Context: an optimization exercise on an open-source flow, tuned for small area. The choices shown serve that exercise and are no tape-out recipe. Only simulation tests tie the RTL to the original design; equivalence was not proved. No activity file was given, so power comes from the tool's default toggle rates.

==> flow/design.v <==
module lcd_responder #(
    parameter int INS_BUSY_CYCLES = 37,
    parameter int CLR_BUSY_CYCLES = 1520
) (
    input  logic         mclk,
    input  logic         rst,
    input  logic         E,
    input  logic         RS,
    input  logic         RW,
    input  logic [7:0]   DB_in,
    output logic [7:0]   DB_out,
    output logic         DB_oe,
    output logic [127:0] LineA,
    output logic [127:0] LineB,
    output logic [6:0]   addr,
    output logic         busy,
    output logic         display_on,
    output logic         cursor_on,
    output logic         blink_on,
    output logic         inc_mode,
    output logic         shift_mode,
    output logic         two_line,
    output logic         data_8bit,
    output logic [5:0]   shift_offset,
    output logic         overrun
);
    localparam int CW = $clog2(CLR_BUSY_CYCLES + 1);
    localparam logic [CW-1:0] INS_N = CW'(INS_BUSY_CYCLES);
    localparam logic [CW-1:0] CLR_N = CW'(CLR_BUSY_CYCLES);
    localparam logic [CW-1:0] ONE   = CW'(1);
    function automatic logic ac_valid(input logic [6:0] a);
        ac_valid = (a[5:0] <= 6'd39);
    endfunction
    function automatic logic [5:0] pm1(input logic [5:0] x, input logic up);
        logic [5:0] m;
        m   = {6{~up}};
        pm1 = ((x ^ m) + 6'd1) ^ m;
    endfunction
    function automatic logic [6:0] ac_step(input logic [6:0] a, input logic up, input logic cg);
        logic hop_up, hop_dn, wrap;
        logic [5:0] lo;
        hop_up = up  & (a[5:0] == 6'd39);
        hop_dn = ~up & (a[5:0] == 6'd0);
        wrap   = up  & (a[5:0] == 6'd63);
        lo     = pm1(a[5:0], up);
        if (!cg && hop_up) lo = 6'd0;
        if (!cg && hop_dn) lo = 6'd39;
        ac_step = {~cg & (a[6] ^ hop_up ^ hop_dn ^ wrap), lo};
    endfunction
    function automatic logic [5:0] off_step(input logic [5:0] o, input logic up);
        off_step = pm1(o, up);
        if (up && o == 6'd39)  off_step = 6'd0;
        if (!up && o == 6'd0)  off_step = 6'd39;
    endfunction
    logic          e_q, rs_l_q, rw_l_q;
    logic [7:0]    db_l_q;
    logic [6:0]    ac_q, ac_d;
    logic          cg_q, cg_d;
    logic          disp_q, disp_d, cur_q, cur_d, blk_q, blk_d;
    logic          inc_q, inc_d, shm_q, shm_d, two_q, two_d, d8_q, d8_d;
    logic [5:0]    off_q, off_d;
    logic          ov_q, ov_d;
    logic [CW-1:0] bcnt_q, bcnt_d;
    logic          ram_we, ram_clr;
    logic          fall;
    assign fall   = e_q & ~E;
    assign busy   = (bcnt_q != '0);
    logic       acc, instr, ac_dir, off_dir;
    logic [6:0] ac_stp;
    logic [5:0] off_stp;
    assign acc     = fall & ~rw_l_q & ~busy;       
    assign instr   = acc & ~rs_l_q;
    assign ac_dir  = rs_l_q ? inc_q : db_l_q[2];
    assign off_dir = rs_l_q ? inc_q : ~db_l_q[2];
    assign ac_stp  = ac_step(ac_q, ac_dir, cg_q);
    assign off_stp = off_step(off_q, off_dir);
    always_comb begin
        ac_d    = ac_q;
        cg_d    = cg_q;
        disp_d  = disp_q;
        cur_d   = cur_q;
        blk_d   = blk_q;
        inc_d   = inc_q;
        shm_d   = shm_q;
        two_d   = two_q;
        d8_d    = d8_q;
        off_d   = off_q;
        ov_d    = ov_q | (fall & ~rw_l_q & busy);
        bcnt_d  = busy ? bcnt_q - ONE : bcnt_q;
        ram_we  = acc & rs_l_q;
        ram_clr = 1'b0;
        if (acc) bcnt_d = INS_N;
        if (fall && rs_l_q && (rw_l_q || !busy)) begin
            ac_d = ac_stp;
            if (!rw_l_q && shm_q) off_d = off_stp;
        end
        if (instr) begin
            casez (db_l_q)
                8'b1???????: begin ac_d = db_l_q[6:0]; cg_d = 1'b0; end
                8'b01??????: begin ac_d = {1'b0, db_l_q[5:0]}; cg_d = 1'b1; end
                8'b001?????: begin d8_d = db_l_q[4]; two_d = db_l_q[3]; end
                8'b0001????: begin
                    if (db_l_q[3]) off_d = off_stp;
                    else           ac_d  = ac_stp;
                end
                8'b00001???: begin
                    disp_d = db_l_q[2];
                    cur_d  = db_l_q[1];
                    blk_d  = db_l_q[0];
                end
                8'b000001??: begin inc_d = db_l_q[1]; shm_d = db_l_q[0]; end
                8'b0000001?: begin ac_d = 7'd0; off_d = 6'd0; bcnt_d = CLR_N; end
                8'b00000001: begin
                    ram_clr = 1'b1;
                    ac_d    = 7'd0;
                    inc_d   = 1'b1;
                    off_d   = 6'd0;
                    bcnt_d  = CLR_N;
                end
                default: ;
            endcase
        end
    end
    always_ff @(posedge mclk) begin
        if (rst) begin
            e_q    <= 1'b0;
            rs_l_q <= 1'b0;
            rw_l_q <= 1'b0;
            db_l_q <= 8'h00;
            ac_q   <= 7'd0;
            cg_q   <= 1'b0;
            disp_q <= 1'b0;
            cur_q  <= 1'b0;
            blk_q  <= 1'b0;
            inc_q  <= 1'b1;
            shm_q  <= 1'b0;
            two_q  <= 1'b0;
            d8_q   <= 1'b1;
            off_q  <= 6'd0;
            ov_q   <= 1'b0;
            bcnt_q <= '0;
        end else begin
            e_q <= E;
            if (E) begin
                rs_l_q <= RS;
                rw_l_q <= RW;
                db_l_q <= DB_in;
            end
            ac_q   <= ac_d;
            cg_q   <= cg_d;
            disp_q <= disp_d;
            cur_q  <= cur_d;
            blk_q  <= blk_d;
            inc_q  <= inc_d;
            shm_q  <= shm_d;
            two_q  <= two_d;
            d8_q   <= d8_d;
            off_q  <= off_d;
            ov_q   <= ov_d;
            bcnt_q <= bcnt_d;
        end
    end
    logic [39:0] col_oh;
    logic [79:0] rsel_n, wen;
    logic        fill;
    logic [7:0]  wdata_n;
    always_comb begin
        for (int c = 0; c < 40; c++) col_oh[c] = (ac_q[5:0] == 6'(c));
    end
    always_comb begin
        for (int c = 0; c < 40; c++) begin
            rsel_n[c]      = ~(col_oh[c] & ~ac_q[6] & ~cg_q);
            rsel_n[40 + c] = ~(col_oh[c] &  ac_q[6] & ~cg_q);
        end
    end
    assign fill    = rst | ram_clr;
    assign wdata_n = fill ? ~8'h20 : ~db_l_q;
    assign wen     = {80{fill}} | ({80{ram_we}} & ~rsel_n);
    logic [7:0]   ram_n [0:79];
    logic [639:0] ram_flat_n;
    genvar gk;
    generate
        for (gk = 0; gk < 80; gk++) begin : g_row
            always_ff @(posedge mclk) begin
                if (wen[gk]) ram_n[gk] <= wdata_n;
            end
            assign ram_flat_n[8*gk +: 8] = ram_n[gk];
        end
    endgenerate
    logic [7:0] rd_data;
    genvar gb;
    generate
        for (gb = 0; gb < 8; gb++) begin : g_rd
            logic [79:0] col_n;
            for (gk = 0; gk < 80; gk++) begin : g_c
                assign col_n[gk] = ram_n[gk][gb];
            end
            lcd_rdbit u_rd (.d_n(col_n), .sel_n(rsel_n), .q(rd_data[gb]));
        end
    endgenerate
    always_comb begin
        DB_oe  = E & RW;
        DB_out = 8'h00;
        if (E && RW) begin
            if (!RS) DB_out = {busy, ac_q};
            else     DB_out = rd_data;
        end
    end
    logic [2:0] s_a;
    logic [3:0] s_bit;
    always_comb begin
        logic [5:0] r;
        s_a = 3'b001;
        r   = off_q;
        if (off_q >= 6'd28)      begin s_a = 3'b100; r = off_q - 6'd28; end
        else if (off_q >= 6'd14) begin s_a = 3'b010; r = off_q - 6'd14; end
        s_bit[3] = (r >= 6'd7);
        if (r >= 6'd7) r = r - 6'd7;
        case (r[2:0])
            3'd0: s_bit[2:0] = 3'b000;
            3'd1: s_bit[2:0] = 3'b001;
            3'd2: s_bit[2:0] = 3'b010;
            3'd3: s_bit[2:0] = 3'b100;
            3'd4: s_bit[2:0] = 3'b101;
            3'd5: s_bit[2:0] = 3'b110;
            default: s_bit[2:0] = 3'b111;
        endcase
    end
    generate
        for (gb = 0; gb < 8; gb++) begin : g_mir
            logic [39:0] xa_n, xb_n;
            logic [15:0] ya, yb;
            for (gk = 0; gk < 40; gk++) begin : g_c
                assign xa_n[gk] = ram_n[gk][gb];
                assign xb_n[gk] = ram_n[40 + gk][gb];
            end
            lcd_rotbit u_ra (.x_n(xa_n), .s_a(s_a), .s_bit(s_bit), .sb_n(~s_bit), .y(ya));
            lcd_rotbit u_rb (.x_n(xb_n), .s_a(s_a), .s_bit(s_bit), .sb_n(~s_bit), .y(yb));
            for (gk = 0; gk < 16; gk++) begin : g_o
                assign LineA[8*gk + gb] = ya[gk];
                assign LineB[8*gk + gb] = yb[gk];
            end
        end
    endgenerate
    assign addr         = ac_q;
    assign display_on   = disp_q;
    assign cursor_on    = cur_q;
    assign blink_on     = blk_q;
    assign inc_mode     = inc_q;
    assign shift_mode   = shm_q;
    assign two_line     = two_q;
    assign data_8bit    = d8_q;
    assign shift_offset = off_q;
    assign overrun      = ov_q;
endmodule
module lcd_aoi222 (input logic a1, a2, b1, b2, c1, c2, output logic y);
    assign y = ~((a1 & a2) | (b1 & b2) | (c1 & c2));
endmodule
module lcd_oai22 (input logic a1, a2, b1, b2, output logic y);
    assign y = ~((a1 | a2) & (b1 | b2));
endmodule
module lcd_nor4 (input logic a, b, c, d, output logic y);
    assign y = ~(a | b | c | d);
endmodule
module lcd_nand4 (input logic a, b, c, d, output logic y);
    assign y = ~(a & b & c & d);
endmodule
module lcd_nor3 (input logic a, b, c, output logic y);
    assign y = ~(a | b | c);
endmodule
module lcd_rdbit (
    input  logic [79:0] d_n,
    input  logic [79:0] sel_n,
    output logic        q
);
    logic [39:0] p;
    genvar i;
    generate
        for (i = 0; i < 40; i++) begin : g_p
            lcd_oai22 u (.a1(sel_n[2*i]), .a2(d_n[2*i]), .b1(sel_n[2*i+1]), .b2(d_n[2*i+1]), .y(p[i]));
        end
    endgenerate
    assign q = |p;
endmodule
module lcd_rotbit (
    input  logic [39:0] x_n,
    input  logic [2:0]  s_a,
    input  logic [3:0]  s_bit,
    input  logic [3:0]  sb_n,
    output logic [15:0] y
);
    logic [28:0] la;
    logic [21:0] lb;
    logic [18:0] lc;
    logic [16:0] ld;
    genvar j;
    generate
        for (j = 0; j < 29; j++) begin : g_a
            lcd_aoi222 u (.a1(s_a[0]), .a2(x_n[j]),
                          .b1(s_a[1]), .b2(x_n[(j + 14) % 40]),
                          .c1(s_a[2]), .c2(x_n[(j + 28) % 40]), .y(la[j]));
        end
        for (j = 0; j < 22; j++) begin : g_b
            lcd_oai22 u (.a1(s_bit[3]), .a2(la[j]), .b1(sb_n[3]), .b2(la[j + 7]), .y(lb[j]));
        end
        for (j = 0; j < 19; j++) begin : g_c
            lcd_oai22 u (.a1(s_bit[2]), .a2(lb[j]), .b1(sb_n[2]), .b2(lb[j + 3]), .y(lc[j]));
        end
        for (j = 0; j < 17; j++) begin : g_d
            lcd_oai22 u (.a1(s_bit[1]), .a2(lc[j]), .b1(sb_n[1]), .b2(lc[j + 2]), .y(ld[j]));
        end
        for (j = 0; j < 16; j++) begin : g_e
            lcd_oai22 u (.a1(s_bit[0]), .a2(ld[j]), .b1(sb_n[0]), .b2(ld[j + 1]), .y(y[j]));
        end
    endgenerate
endmodule
==> flow/flow/run.sh <==
#!/bin/bash
# Standard ORFS layout with three changes that only affect cell sizing:
#  * port buffers are buf_1 instead of the default buffer cell,
#  * CTS uses clkbuf_4/clkbuf_8 and inserts no dummy loads,
#  * power recovery downsizes gates with positive slack after global route.
set -uo pipefail
export BUFFER_PORTS_ARGS="-buffer_cell sky130_fd_sc_hd__buf_1"
export CTS_ARGS="-sink_clustering_enable -repair_clock_nets -buf_list {sky130_fd_sc_hd__clkbuf_4 sky130_fd_sc_hd__clkbuf_8} -dont_use_dummy_load"
export RECOVER_POWER=100
bash standard.sh > standard.log 2>&1
==> flow/standard.sh <==
#!/bin/bash
# synth_recipe.tcl (not shown) runs the flow's synth.tcl, then flattens the netlist and writes it again
# the make line also repeats each setting of config.mk as NAME=value (left out here)
make -C /OpenROAD-flow-scripts/flow DESIGN_CONFIG=/design/flow/config.mk WORK_HOME=/design/flow/orfs CLKGATE_MAP_FILE= SYNTH_SCRIPT=/design/flow/synth_recipe.tcl "${@:-finish}"
==> flow/config.mk <==
export PLATFORM = sky130hd
export DESIGN_NAME = lcd_responder
export DESIGN_NICKNAME = lcd_responder
export VERILOG_FILES = /design/flow/design.v
export SDC_FILE = /design/flow/constraint.sdc
export NUM_CORES = 4
export LEC_CHECK = 0
export CAP_MARGIN = 20
export CORE_MARGIN = 2
export CORE_UTILIZATION = 45
export PLACE_DENSITY = 0.55
export SLEW_MARGIN = 20
export SYNTH_HIERARCHICAL = 1
==> flow/constraint.sdc <==
create_clock -name core_clock -period 12.0 [get_ports {mclk}]
set_input_delay 2.4000 -clock core_clock [delete_from_list [all_inputs] [get_ports {mclk}]]
set_output_delay 2.4000 -clock core_clock [all_outputs]
set_load 0.01 [all_outputs]
==> flow_summary_export.csv <==
group,metric,value,unit
outcome,status,"failed layout checks",
outcome,violations,"capacitance limit, slew limit",
clock_tree,path_clk_slew,50,ps
clock_tree,cts_resized,0,
grt,grt_pass1_vias,37500,
sta,finalSetupViolCount,0,
floorplanning,rows,107,
grt,gr-total-overflow,0,
clock_tree,cts_root_buffer,"clkbuf_8",
drt,dr.pass1.iters,22,
grt,grt_pass1_wl,273000,µm
yosys,synth_flop_cell,"edfxtp_1",
drt,antenna_left,0,
grt,antenna_found_initial,6,
clock_tree,cts_sinks,684,
drt,drt_iter0_drc,13100,
grt,track_usage,42.1,%
placed_design,dp_hpwl,133000,µm
drt,num_vias,43000,
floorplanning,io_pins,300,
yosys,synth_cells,3451,
sta,min_period_over_period,85.9,%
drt,wl,198000,µm
layout,postLayoutCoreUtil,51.0,%
sta,rsz0062_at_grt,"no",
yosys,synthDistinctLibCells,83,
min_path,hold_path.class,"reg -> reg",
yosys,syn_area,0.0388,mm²
clock_tree,cts_hold_buffers,0,
sta,fin_crit,10310,ps
clock_tree,clk_latency,780,ps
yosys,async_flop_share,0,%
placed_design,port_buffers,299,
floorplanning,fp.dieH,298,µm
critical_path,crit_fanout,113,
power_and_ir_drop,pwr_density_cell,120,mW/mm²
yosys,ys_seq_area_share,51.8,%
yosys,yosys_warnings,8,
drt,drcViolationCount,0,
clock_tree,cts-buffers-inserted,114,
sta,clock_skew,72.6,ps
yosys,synth-seq-cells,684,
power_and_ir_drop,p_leak,11.2,nW
grt,grt_start_max_net_pins,195,
layout,layout-drive-gt1-share,5.11,%
yosys,synth-edff-count,640,
flow_run,max_cap_viol_count,28,
floorplanning,die_w,298,µm
critical_path,required,9600,ps
yosys,avgSynthCellArea,11.2,µm²
floorplanning,design.die.area,0.0886,mm²
critical_path,cp-start-kind,"flop",
critical_path,critPathKind,"reg -> out",
placed_design,gp_congestion,1.02,
drt,viasPerCell,8.49,
floorplanning,core,0.0853,mm²
layout,area_growth,12.0,%
critical_path,crit_arrival,7910,ps
clock_tree,htreeDepth,3,
sta,slew_headroom,-156,%
power_and_ir_drop,peakVddDrop,105,µV
sta,fmax,0.0970,GHz
drt,wl_per_cell,39.1,µm
sta,maxSlewViolCount,1278,
critical_path,cp-end-kind,"output pin",
clock_tree,clockBufferDepth,3,
floorplanning,initial_core_util,45.5,%
sta,worst_pin_slew,3830,ps
critical_path,reg2reg_setup_slack,4560,ps
sta,setup_tns,0,ps
clock_tree,post_cts_buffers,0,
clock_tree,cts_tree,"yes",
sta,finalHoldViolations,0,
yosys,syn_nets,3478,
layout,nets,3943,
==> routing by layer <==
metal | GRT usage [%] | wire length (µm) | vias to the layer above
met5 | 0.271 | 72 | -
met4 | 22.8 | 13100 | 4
met1 | 56.4 | 71400 | 20400
li1 | - | - | 17500
met2 | 58.5 | 79700 | 4226
met3 | 16.0 | 33600 | 844
==> path summary, 6_finish.rpt <==
| path | depth (start not counted) | start | to |
|---|---|---|---|
| max | 13 | off_q[1] | LineA[33] |
| min | 2 | ov_q | ov_q |
| max reg2reg | 9 | bcnt_q[0] | ram_n[20][5] |
| min reg2reg | 2 | ov_q | ov_q |
==> cell usage after synthesis, types with 7 or more instances <==
cell type  count  area (µm²)
edfxtp_1     640       19200
or3_1         14        87.6
nand3_1       28         140
nor2_1        69         259
nand2b_1       9        56.3
inv_1         17        63.8
o22ai_1     1505        9420
mux2i_1       26         260
a21oi_1       30         150
o21ai_0      100         500
nor3_1        16        80.1
nand4_1       25         156
nor4_1        78         488
nor4_2         8         100
a222oi_1     464        4640
a211oi_1      10        75.1
ha_1          14         175
nand2_1      137         514
and3_1         7        43.8
dfxtp_1       44         881
nor2b_1       10        62.6
clkbuf_1      51         191
buf_2          9        45.0
a31oi_1        7        43.8
==> cell families after synthesis <==
family          after synthesis  synth area share (%)
compound gates             2172                  39.5
flops                       684                  51.8
simple gates                453                  6.32
buf+inv                      88                 0.951
mux                          31                 0.816
fa+ha+maj                    14                 0.451
xor+xnor                      9                 0.203
==> layout make-up <==
| class | count | area [µm²] |
|---|---|---|
| antenna | 7 | 17.5 |
| clock buffer | 114 | 1570 |
| fill | 7793 | 41800 |
| inverter | 17 | 72.6 |
| multi-input combinational | 2679 | 18500 |
| sequential | 684 | 20100 |
| tap | 1144 | 1430 |
| timing repair buffer | 420 | 1830 |
==> modules after synthesis (local to each module, per instance), a selection <==
| module | area, µm² | cells inside |
|---|---|---|
| lcd_aoi222 | 10.0 | 1 |
| lcd_oai22 | 6.26 | 1 |
| lcd_responder | 24000 | 1371 |
| lcd_rdbit | 91.3 | 14 |
==> through the flow <==
step           area [µm²]  cells  hold slack (ps)  setup slack [ps]  total power [mW]
2_1_floorplan       38900   3451              459             -9620              3.24
3_3_place_gp        42400   4943              451              4360              3.50
3_5_place_dp        42400   4944              458              4240              3.51
4_1_cts             43900   5058              483              3460              5.18
5_1_grt             43500   5060              505              1500              5.34
6_report            43500   5065              478              1690              5.21
==> flip-flops by register name, indices dropped and copies added (netlist names), 6 cells and up <==
name,flops
db_l_q,8
ram_n,640
bcnt_q,11
off_q,6
ac_q,7
==> power by group <==
part / switching (mW) / internal [mW] / leakage (nW) / total [mW]
logic: 0.430 / 0.216 / 4.88 / 0.646
registers: 0.117 / 2.73 / 5.50 / 2.85
clock network: 0.884 / 0.829 / 0.820 / 1.71
total: 1.43 / 3.78 / 11.2 / 5.21
==> worst max-delay path, cell delays in order (launching register included) <==
cell and delay [ps]:
dfxtp_1 640, clkinvlp_2 430, ha_4 280, nand4b_1 240
nand2_8 360, nor2_4 940, buf_4 760, clkbuf_2 1750
a222oi_1 500, o22ai_1 360, o22ai_1 160, o22ai_1 250
o22ai_1 140, buf_1 170
==> layout by cell type, fill, tap and decap left out, types with 6 or more instances in the layout <==
cell,Yosys,final
o22ai_1,1505,1505
edfxtp_1,640,640
a222oi_1,464,464
buf_1,5,297
nand2_1,137,132
clkbuf_8,0,114
o21ai_0,100,100
clkbuf_1,51,90
nor4_1,78,80
nor2_1,69,67
dfxtp_1,44,44
nand3_1,28,29
a21oi_1,30,29
mux2i_1,26,26
nand4_1,25,25
buf_4,3,18
inv_1,17,15
nor3_1,16,15
or3_1,14,14
ha_1,14,12
buf_12,0,11
nor2b_1,10,10
a211oi_1,10,10
diode_2,0,7
and3_1,7,7
nand2b_1,9,7
and2_0,6,6
a31oi_1,7,6
nor4_2,8,6

[re-timing with driven ports]
The results above use ideal ports. As a check the final layout listed here was re-extracted and re-timed, cells and wires unchanged. Step 1 sets driving cells, clkbuf_16 on the clock port and buf_2 on the other inputs (assumed; they add their load-dependent delay and slew). Step 2 adds t to the input delays and takes it off the output delays; t is the mean of the earliest and latest rising clock arrival at the registers after step 1. Input paths then give back, and output paths get back, about the clock's delay inside the block. Slacks: ideal / step 1 / step 2; pairs: ideal / step 1.
t (ns): 0.791
setup slack, ns: 1.694 / 1.630 / 1.939
worst register clock-pin slew, ns: 0.07 / 0.07
worst data-port slew with drivers (ns): 0.03
For this run, drivers alone change the setup slack by -0.064 ns; drivers and shift together by +0.245 ns.
